Context: an optimization exercise on an open-source flow, tuned for small area, a short achievable clock period and few clock cycles per item. The choices shown serve that exercise and are no tape-out recipe.
The RTL was checked by simulation tests, not by an equivalence proof against the original design.
Power and IR drop assume default switching activity.

Setup of the baseline:
==> flow/design.v (excerpt) <==
module window_clipped_box_coverage_core #(
  parameter int MAX_DIM   = wcbc_pkg::MAX_DIM_DEF,
  parameter int AREA_BITS = wcbc_pkg::AREA_BITS_DEF
) (
  input  logic                  clk,
  input  logic                  rst_n,
  input  logic                  in_valid,
  input  logic [77:0]           in_item,
  output logic                  in_stall,
  output logic                  out_valid,
  output logic [80:0]           out_item,
  input  logic                  out_stall,
  input  logic                  cfg_psel,
  input  logic                  cfg_penable,
  input  logic                  cfg_pwrite,
  input  logic [wcbc_pkg::CFG_ADDR_W-1:0] cfg_paddr,
  input  logic [wcbc_pkg::CFG_DATA_W-1:0] cfg_pwdata,
  output logic [wcbc_pkg::CFG_DATA_W-1:0] cfg_prdata,
  output logic                  cfg_pready
);
  logic [16:0] ra_r, athr_r;
  logic [15:0] cthr_r;
  logic        cfg_wr;
  assign cfg_pready = 1'b1;
  assign cfg_wr     = cfg_psel & cfg_penable & cfg_pwrite;
  always_ff @(posedge clk) begin
    if (!rst_n) begin
      ra_r   <= 17'h10000;
      athr_r <= 17'h08000;
      cthr_r <= 16'd10;
    end else if (cfg_wr) begin
      case (cfg_paddr[3:2])
        2'd0: ra_r   <= cfg_pwdata[16:0];
        2'd1: athr_r <= cfg_pwdata[16:0];
        2'd2: cthr_r <= cfg_pwdata[15:0];
        default: ;
      endcase
    end
  end
  always_comb begin
    case (cfg_paddr[3:2])
      2'd0:    cfg_prdata = {15'd0, ra_r};
      2'd1:    cfg_prdata = {15'd0, athr_r};
      2'd2:    cfg_prdata = {16'd0, cthr_r};
      default: cfg_prdata = 32'd0;
    endcase
  end
  logic [1:0]  cmd;
  logic [12:0] iw, ih, bw, bh;
  logic [11:0] bl, bt;
  logic        is_beg, is_box, is_end, take;
  assign cmd    = in_item[77:76];
  assign iw     = in_item[75:63];
  assign ih     = in_item[62:50];
  assign bl     = in_item[49:38];
  assign bt     = in_item[37:26];
  ...
Size: ~4700 cells after synthesis, ~560 flip-flops, about 240 I/O pins, ~44000 sq um of cells after synthesis.
clock: 10.0 ns
lec_check: 0
cap_margin: 20
core_margin: 2
core_utilization: 40
setup_slack_margin: 5
slew_margin: 20
standard.sh (not shown) runs the stock make flow with config.mk's settings and CLKGATE_MAP_FILE= SYNTH_SCRIPT=/design/flow/synth_recipe.tcl, a recipe that flattens the netlist after the stock synthesis.
==> flow/flow/run.sh <==
#!/bin/bash
# The standard layout with two sizing changes: every port still gets a
# buffer, but a plain buf_1 (the default choice is a larger, slow delay buffer;
# repair resizes it where timing needs), and resizing is not restricted to equal
# cell footprints. Full make output goes to standard.log.
set -euo pipefail
bash standard.sh MATCH_CELL_FOOTPRINT=0 "BUFFER_PORTS_ARGS=-buffer_cell sky130_fd_sc_hd__buf_1" finish > standard.log 2>&1
The baseline completed; timing, DRC and antenna clean
Testbench counts of the baseline, summed over its fixed seeds: cycles 12,854, items 10,966.
### the baseline -> the candidate
diff --git a/flow/design.v b/flow/design.v
--- a/flow/design.v
+++ b/flow/design.v
@@ -177,17 +177,16 @@
   logic [28:0] mc_r, mp_r;
   logic        mlast_r;
   logic [30:0] acc_r;         
   logic [3:0]  acnt_r;
   logic        a_busy_r;
   typedef enum logic [1:0] {D_IDLE = 2'd0, D_WAIT = 2'd1, D_RUN = 2'd2} dst_t;
   dst_t        dst_r;
   logic [24:0] den_r, rem_r;
-  logic [26:0] den3_r;        
   logic [23:0] qx_r;
   logic [3:0]  dcnt_r;
   logic [39:0] so_r;
   logic [15:0] co_r;
   logic        out_valid_r;
   logic        fs_s_r, fs_c_r, fs_z_r;    
   logic r_hold, beg_block, end_block;
   assign r_hold    = r_beg_r & (bph_r != 2'd2);
@@ -449,17 +448,17 @@
   logic [26:0] tq;
   logic [27:0] e1, e2, e3;
   logic        g1, g2, g3;
   logic [24:0] r2;
   assign sat = (|so_r[39:33]) | (rem_r >= den_r);
   assign tq  = {rem_r, qx_r[23:22]};
   assign e1  = {1'b0, tq} - {3'b000, den_r};
   assign e2  = {1'b0, tq} - {2'b00, den_r, 1'b0};
-  assign e3  = {1'b0, tq} - {1'b0, den3_r};
+  assign e3  = {1'b0, tq} - {3'b000, den_r} - {2'b00, den_r, 1'b0};
   assign g1  = ~e1[27];
   assign g2  = ~e2[27];
   assign g3  = ~e3[27];
   assign r2  = g3 ? e3[24:0] : (g2 ? e2[24:0] : (g1 ? e1[24:0] : tq[24:0]));
   always_ff @(posedge clk) begin
     if (!rst_n) begin
       dst_r       <= D_IDLE;
       out_valid_r <= 1'b0;
@@ -495,17 +494,16 @@
         qx_r <= {24{1'b1}};
       end else begin
         qx_r <= {qx_r[21:0], g2, g3 | (g1 & ~g2)};
       end
       dcnt_r <= dcnt_r + 4'd1;
     end
     if ((p_end_r | (dst_r == D_WAIT)) & ~a_busy_r) begin
       den_r  <= acc_r[26:2];
-      den3_r <= {2'b00, acc_r[26:2]} + {1'b0, acc_r[26:2], 1'b0};
       fs_z_r <= ~|acc_r[26:2];
     end
   end
   logic fs_area, fs;
   assign fs_area = fs_z_r ? fs_s_r
                  : ((qx_r > {7'd0, athr_r}) | ((qx_r == {7'd0, athr_r}) & (|rem_r)));
   assign fs      = fs_area & fs_c_r;
   assign out_valid = out_valid_r;
[summary]
- Every stage of the flow completed for the candidate, and the final layout passed the timing, DRC and antenna checks.
- Relative to the baseline, worst slack at placement decreased by 0.32 ns in the candidate.
- Number of ordinary inverters in the final layout: the candidate vs the baseline down 16%
- Where design area is concerned, the baseline is outperformed by the candidate.
- Compared with the baseline, the candidate shows fraction of power consumed by the clock network lower by 1.5 points.
- Data required time at the worst endpoint (lower): the baseline
- [the candidate vs the baseline] global-route usage: higher in the candidate
- From the baseline to the candidate the numbers moved as follows: sequential cell area share decreased 0.55 points, power density normalized to cell area increased about 7%.
- The peak per-stage delay on the critical path number comes out higher for the candidate vs the baseline.
- Period utilization (the candidate over the baseline): increase, 2.6 points
- Sort the baseline and the candidate by post-layout utilization of the core, ascending, and the baseline comes first.
Testbench counts of the candidate, summed over its fixed seeds: cycles 12,854, items 10,966.

==> separate check: timing with driven ports <==
Ports are ideal in the flow. The routed layouts listed here were re-timed in OpenROAD.
Step 1 assumes that a clkbuf_16 drives the clock port and a buf_2 every other input.
Step 2 times the ports against the registers' clock, not the clock port: input delays grow and output delays shrink by t, the midpoint of the rising clock arrivals with the driver on.
Three values: ideal ports, drivers, drivers and shift; two values: the first two.
run	t, ns	setup WS [ns]	hold WS [ns]	worst register clock-pin slew, ns	worst slew at a driven data input, ns
the baseline	0.685	4.984 / 4.943 / 4.943	0.474 / 0.474 / 0.474	0.07 / 0.07	0.06
the candidate	0.700	4.725 / 4.725 / 4.725	0.453 / 0.453 / 0.453	0.06 / 0.06	0.07
After both steps setup and hold are still met in every run listed. The setup slack of the baseline, which loses most, moves by -0.041 ns with the drivers and by -0.041 ns with both steps.
